Source: an optimization exercise on an open RTL-to-GDS flow (aim: small area and a short achievable clock period). Production flows keep margins and buffers that such runs may drop. Only simulation tests tie the RTL to the original design; equivalence was not proved. Power and IR drop assume default switching activity.

==> flow/design.v <==
package sd_sector_buffer_pkg;
   localparam int unsigned SD_SECTOR_BYTES = 512;
   localparam int unsigned SSB_TMR_W       = 25;
   typedef enum logic [1:0] {
      SSB_IDLE  = 2'd0,
      SSB_ISSUE = 2'd1,
      SSB_FILL  = 2'd2,
      SSB_DONE  = 2'd3
   } ssb_state_e;
endpackage
module ssb_byte_ram #(
   parameter int unsigned DEPTH = 512,
   parameter int unsigned AW    = 9,
   parameter int unsigned LW    = 6             
) (
   input  logic          i_clk,
   input  logic          i_rst_n,
   input  logic          i_we,        
   input  logic          i_shift,     
   input  logic [7:0]    i_wdata,
   input  logic [AW-1:0] i_raddr,
   output logic [7:0]    o_rdata
);
   localparam int unsigned NG = DEPTH >> LW;    
   localparam int unsigned GS = 1 << LW;        
   logic [8*DEPTH-1:0] r_mem;                   
   always_ff @(posedge i_clk) begin
      if (i_we) r_mem[8*(DEPTH-1) +: 8] <= i_wdata;
   end
   always_ff @(posedge i_clk) begin
      if (i_shift) r_mem[8*(DEPTH-1)-1:0] <= r_mem[8*DEPTH-1:8];
   end
   logic [8*NG-1:0]  r_grp;
   logic [AW-LW-1:0] r_hi;
   for (genvar g = 0; g < NG; g++) begin : g_rd
      wire [8*GS-1:0] w_grp = r_mem[8*GS*g +: 8*GS];
      always_ff @(posedge i_clk or negedge i_rst_n) begin
         if (!i_rst_n) r_grp[8*g +: 8] <= '0;
         else          r_grp[8*g +: 8] <= w_grp[8*i_raddr[LW-1:0] +: 8];
      end
   end
   always_ff @(posedge i_clk or negedge i_rst_n) begin
      if (!i_rst_n) r_hi <= '0;
      else          r_hi <= i_raddr[AW-1:LW];
   end
   assign o_rdata = r_grp[8*r_hi +: 8];
endmodule
module sd_sector_buffer #(
   parameter int unsigned SECTOR_BYTES   = sd_sector_buffer_pkg::SD_SECTOR_BYTES,
   parameter int unsigned IDX_W          = 9
) (
   input  logic             clk,
   input  logic             reset_n,
   input  logic             cmd_read,
   input  logic [31:0]      cmd_addr,
   input  logic             sd_ready,
   input  logic             sd_byte_available,
   input  logic [7:0]       sd_dout,
   output logic             sd_rd,
   output logic [31:0]      sd_address,
   input  logic [IDX_W-1:0] rd_index,
   output logic [7:0]       rd_data,
   output logic             sector_valid,
   output logic             busy,
   output logic             error
);
   sd_sector_buffer_pkg::ssb_state_e       r_state, w_state_nxt;
   logic [IDX_W-1:0] r_count;
   logic             r_byte_av_d;
   logic [31:0]      r_sd_address;
   logic             r_sector_valid, r_busy, r_error, r_shift;
   logic             w_rise, w_sd_rd, w_accept, w_drop, w_we, w_last;
   assign w_rise = sd_byte_available & ~r_byte_av_d;
   assign w_last = (r_count == '1);
   always_ff @(posedge clk or negedge reset_n) begin
      if (!reset_n) r_state <= sd_sector_buffer_pkg::SSB_IDLE;
      else          r_state <= w_state_nxt;
   end
   always_comb begin
      w_state_nxt = r_state;
      w_sd_rd     = 1'b0;
      w_accept    = 1'b0;
      w_drop      = 1'b0;
      w_we        = 1'b0;
      case (r_state)
         sd_sector_buffer_pkg::SSB_IDLE, sd_sector_buffer_pkg::SSB_DONE: begin
            if (cmd_read) begin
               w_accept    = 1'b1;
               w_state_nxt = sd_sector_buffer_pkg::SSB_ISSUE;
            end
         end
         sd_sector_buffer_pkg::SSB_ISSUE: begin
            w_drop = cmd_read;
            if (sd_ready) begin
               w_sd_rd     = 1'b1;
               w_state_nxt = sd_sector_buffer_pkg::SSB_FILL;
            end
         end
         sd_sector_buffer_pkg::SSB_FILL: begin
            w_drop = cmd_read;
            if (w_rise) begin
               w_we = 1'b1;
               if (w_last) w_state_nxt = sd_sector_buffer_pkg::SSB_DONE;
            end
         end
         default: w_state_nxt = sd_sector_buffer_pkg::SSB_IDLE;
      endcase
   end
   always_ff @(posedge clk or negedge reset_n) begin
      if (!reset_n) begin
         r_count        <= '0;
         r_byte_av_d    <= 1'b0;
         r_sd_address   <= '0;
         r_sector_valid <= 1'b0;
         r_busy         <= 1'b0;
         r_error        <= 1'b0;
         r_shift        <= 1'b0;
      end else begin
         r_byte_av_d <= sd_byte_available;
         r_shift     <= w_we & ~w_last;
         if (w_accept) begin
            r_sd_address   <= cmd_addr;
            r_sector_valid <= 1'b0;
            r_error        <= 1'b0;
            r_busy         <= 1'b1;
            r_count        <= '0;
         end
         if (w_drop) r_error <= 1'b1;
         if (w_we) begin
            r_count <= r_count + 1'b1;
            if (w_last) begin
               r_sector_valid <= 1'b1;
               r_busy         <= 1'b0;
            end
         end
      end
   end
   ssb_byte_ram #(
      .DEPTH (SECTOR_BYTES),
      .AW    (IDX_W)
   ) u_ram (
      .i_clk   (clk),
      .i_rst_n (reset_n),
      .i_we    (w_we),
      .i_shift (r_shift),
      .i_wdata (sd_dout),
      .i_raddr (rd_index),
      .o_rdata (rd_data)
   );
   assign sd_rd        = w_sd_rd;
   assign sd_address   = r_sd_address;
   assign sector_valid = r_sector_valid;
   assign busy         = r_busy;
   assign error        = r_error;
endmodule
==> flow/run.sh <==
#!/bin/bash
# synth_recipe.tcl (not shown) runs the flow's synth.tcl, then flattens the netlist and writes it again
# the make line also repeats each setting of config.mk as NAME=value (left out here)
make -C /OpenROAD-flow-scripts/flow DESIGN_CONFIG=/design/flow/config.mk WORK_HOME=/design/flow/orfs CLKGATE_MAP_FILE= SYNTH_SCRIPT=/design/flow/synth_recipe.tcl finish
==> flow/config.mk <==
export PLATFORM = sky130hd
export DESIGN_NAME = sd_sector_buffer
export DESIGN_NICKNAME = sd_sector_buffer
export VERILOG_FILES = /design/flow/design.v
export SDC_FILE = /design/flow/constraint.sdc
export NUM_CORES = 4
export LEC_CHECK = 0
export CAP_MARGIN = 20
export CORE_MARGIN = 2
export CORE_UTILIZATION = 40
export SLEW_MARGIN = 20
==> flow/constraint.sdc <==
create_clock -name core_clock -period 4.0 [get_ports {clk}]
set_input_delay 0.8000 -clock core_clock [delete_from_list [all_inputs] [get_ports {clk}]]
set_output_delay 0.8000 -clock core_clock [all_outputs]
set_load 0.01 [all_outputs]
==> impl_metrics.tcl <==
set metrics [dict create \
    status "complete, no violations" \
    path_max_fanout 10 \
    setup_tns_ns 0 \
    cts.clk_slew.worst_paths_ns 0.06 \
    reg2reg_depth 2 \
    layout.cells.non_filler 12953 \
    die_h_um 636.0 \
    required_ns 3.20 \
    final_hold_viol_count 0 \
    drt-initial-drc-count 7911 \
    clk_latency_ns 0.96 \
    hold_depth 3 \
    p_per_area_nw_per_um2 514.6 \
    clock-sinks 4211 \
    skew_ns 0.05104 \
    combPwrFrac_pct 5.6 \
    die-area_sq_um 404500 \
    period_needed_ns 3.880 \
    dp_hpwl_mm 194.8 \
    grt_pass1_wl_mm 498.5 \
    final_cell_mix "edfxtp_1, mux4_2, clkbuf_16" \
    dp_cells 12156 \
    maxSlewHeadroom_pct 29.08 \
    syn_nets 6885 \
    p_int_uw 73790 \
    switching_power_uw 20570 \
    avgViaCountPerCell 5.653 \
    holdWs_ns 0.3363 \
    avgSynthCellArea_sq_um 23.40 \
    grt_pass1_vias 75286 \
    dr.pass1.iters 6 \
    start_kind "flip-flop" \
    clockBufferDepth 4 \
    path_class "flip-flop to output port" \
    wl_per_cell_um 25.76 \
    reg2reg_from "r_shift$_DFF_PN0_" \
    io_pins 98 \
    globalRoute.totalOverflow 0 \
    grt_max_degree 154 \
    portBuffers 97 \
    ys_seq_area_share_pct 78.79 \
    grt_use_total_pct 16.04 \
    fmax_mhz 257.8 \
    ys_ff_latch 4211 \
    coreArea_sq_um 398600 \
    antenna_found_initial 19 \
    hold_start "rd_index[4]" \
    drv_slew 0 \
    fin_nets 7377 \
    clockRootBuffer "clkbuf_16" \
    layout_commonest_cell "edfxtp_1" \
    syn-cell-area_sq_um 159800 \
    path_cells "buf_12 > mux4_2 > mux2_2 > clkdlybuf4s50_1" \
    crit_arrival_ns 3.08 \
    cap_violations 0 \
    start_util_pct 40.08 \
    wl_mm 333.6 \
    utilization_pct 46.01 \
    num_rows 232 \
    cts_made_buffers 424 \
    syn_inst 6827 \
    finalSetupViolations 0 \
    synth_cell_type_count 43 \
    worstSetupEndpointType "output port" \
    worstHoldEndpoint "u_ram.r_grp[13]$_DFF_PN0_" \
    tightestPinTransition_ns 1.064 \
    crit_family "multiplexers" \
    r2r_end "u_ram.r_mem[2499]$_DFFE_PP_" \
    drtAntennaViolNets 0 \
    synth_warnings 2 \
    crit_buf_inv 2 \
    areaGrowthSynthToFinish_pct 14.78 \
    critical_path.max_stage_delay_ns 0.62 \
    rsz0062_at_grt "false" \
    die_w_um 636.0 \
    drive_gt1_share_pct 26.87 \
    finalCritPeriodShare_pct 96.99 \
    p_sw_share_pct 21.80 \
    remaining_drc_errors 0 \
    tritoncts "yes" \
    hold_path.class "input port to flip-flop" \
    startpoint "u_ram.r_hi[0]$_DFF_PN0_" \
    vias 73224 \
    clock_power_share_pct 41.7 \
    r2r_setup_slack_ns 1.59 \
    gp_congestion 0.7694 \
    htreeDepth 5 \
    seqPwrFrac_pct 52.6 \
    slowest_stage "mux4_2" \
    ir_worst_vdd_v 0.0004428 \
    power_uw 94360 \
    cellLeakagePower_uw 0.04391 \
]
-- worst max path at each step --
stage / depth (start not counted) / to
floorplan: 0 / u_ram.r_mem[0]$_DFFE_PP_
global route: 4 / rd_data[5]
CTS: 4 / rd_data[5]
global placement: 8 / u_ram.r_grp[14]$_DFF_PN0_
finish: 4 / rd_data[5]
detailed placement: 8 / u_ram.r_grp[14]$_DFF_PN0_
-- cell type report --
class | count | area (sq um)
fill | 32291 | 215200
sequential | 4211 | 125900
multi-input combinational | 2229 | 32050
clock buffer | 570 | 11760
tap | 5265 | 6588
timing repair buffer | 447 | 5014
clock inverter | 221 | 2042
inverter | 6 | 22.52
antenna | 4 | 10.01
-- cells in the mapped netlist --
cell          n  area (sq um)
buf_2       129         645.6
o22a_1       23         201.4
nand2_1     101         379.1
and2_1        4         25.02
a2bb2oi_1     5         43.79
o21ai_0      44         220.2
clkbuf_1    147         551.8
a21o_1        5         37.54
buf_4        58         435.4
a211oi_1     18         135.1
a31oi_1       7         43.79
o22ai_1      64         400.4
nor2b_1      34         212.7
ha_1          4         50.05
clkbuf_4      1         7.510
nor3_1       12         60.06
o21ai_1       9         45.04
and2_0        1         6.260
a221oi_1     15         131.4
o2111ai_1    23         201.4
o21a_1        9         67.56
buf_1        35         131.4
buf_6        11         123.9
edfxtp_1   4096        123000
and3_1       28         175.2
mux2i_1     378          3784
nand2b_1     17         106.4
inv_1         6         22.52
mux2_2       59         664.4
a211o_1       6         52.55
nor2_1       46         172.7
a21oi_1      44         220.2
nand3_1      33         165.2
o221ai_1     66         578.1
nand3b_1      2         15.01
a22o_1        1         8.760
nand4_1      15         93.84
nor3_2        1         10.01
dfrtp_1     115          2878
or2_2         2         12.51
a22oi_1     154          1156
mux4_2      998         22480
nor2_2        1         6.260
-- timing repair --
| action | 4_1_cts | 5_1_grt |
|---|---|---|
| setup endpoints to repair | 8 | 0 |
| resized for setup | 5 | 0 |
| hold buffers | 1 | 0 |
| hold endpoints to repair | 35 | 0 |
| setup buffers | 1 | 0 |
-- sequential cells by signal (all words and copies together) (netlist names) --
| signal | cells |
|---|---|
| r_sd_address | 32 |
| u_ram.r_grp | 64 |
| r_byte_av_d | 1 |
| u_ram.r_hi | 3 |
| r_busy | 1 |
| r_sector_valid | 1 |
| r_error | 1 |
| r_count | 9 |
| u_ram.r_mem | 4096 |
| r_shift | 1 |
| r_state | 2 |
-- power by group through the flow --
stage          clock [uW]  combinational [uW]  sequential [uW]
6_report            39400                5320            49700
5_1_grt             42000                5750            49700
4_1_cts             40400                5450            49700
3_5_place_dp            0                5460            50600
3_3_place_gp            0                5310            50600
2_1_floorplan           0                1940            54400
-- kinds of logic (layout without fill, tap and decap cells) --
kind of cell / Yosys count / in the layout / share of synthesized area, %
flip-flops: 4211 / 4211 / 78.79
multiplexers: 1435 / 1435 / 16.85
AO/OA/AOI/OAI: 493 / 493 / 2.218
buffers and inverters: 387 / 1244 / 1.201
AND/OR/NAND/NOR: 297 / 297 / 0.9015
adder cells (fa/ha/maj): 4 / 4 / 0.03133
other: 0 / 4 / 0
-- metal layers --
layer / vias up / wire [um] / track usage (%)
met4: 2 / 7625 / 3.820
met2: 2404 / 155000 / 24.72
met5: - / 13 / 0
met1: 40005 / 151100 / 24.17
met3: 484 / 19820 / 2.410
li1: 30329 / - / -
-- metrics by stage --
stage	instance area [sq um]	worst slack (ns)
2_1_floorplan	159800	-24.24
3_3_place_gp	169500	0.2273
3_5_place_dp	169500	0.2088
4_1_cts	183400	0.02323
5_1_grt	183400	0.04669
6_report	183400	0.1203
-- worst reg2reg max path, cell delays in order (launching register included) --
cell	delay [ns]
dfrtp_4	1.07
buf_12	0.40
buf_12	0.46

-- what the ideal ports hide --
How much do the figures lean on ideal ports? The routed layout below was timed once more, with nothing changed but the port constraints. Step 1, drivers: a clkbuf_16 drives clk and a buf_2 each remaining input, both assumed. Step 2 times the ports against the registers' clock, not the clock port: input delays grow and output delays shrink by t, the midpoint of the rising clock arrivals with the driver on. Slacks: ideal / step 1 / step 2; pairs: ideal / step 1.
shift t [ns]: 1.042
slack for setup (ns): 0.120 / 0.008 / 0.240
worst setup path at the end: input to register
clock arrival spread, ns: 0.063 / 0.063
After both steps this run still meets setup and hold. For this run, drivers alone change the setup slack by -0.112 ns; drivers and shift together by +0.120 ns.
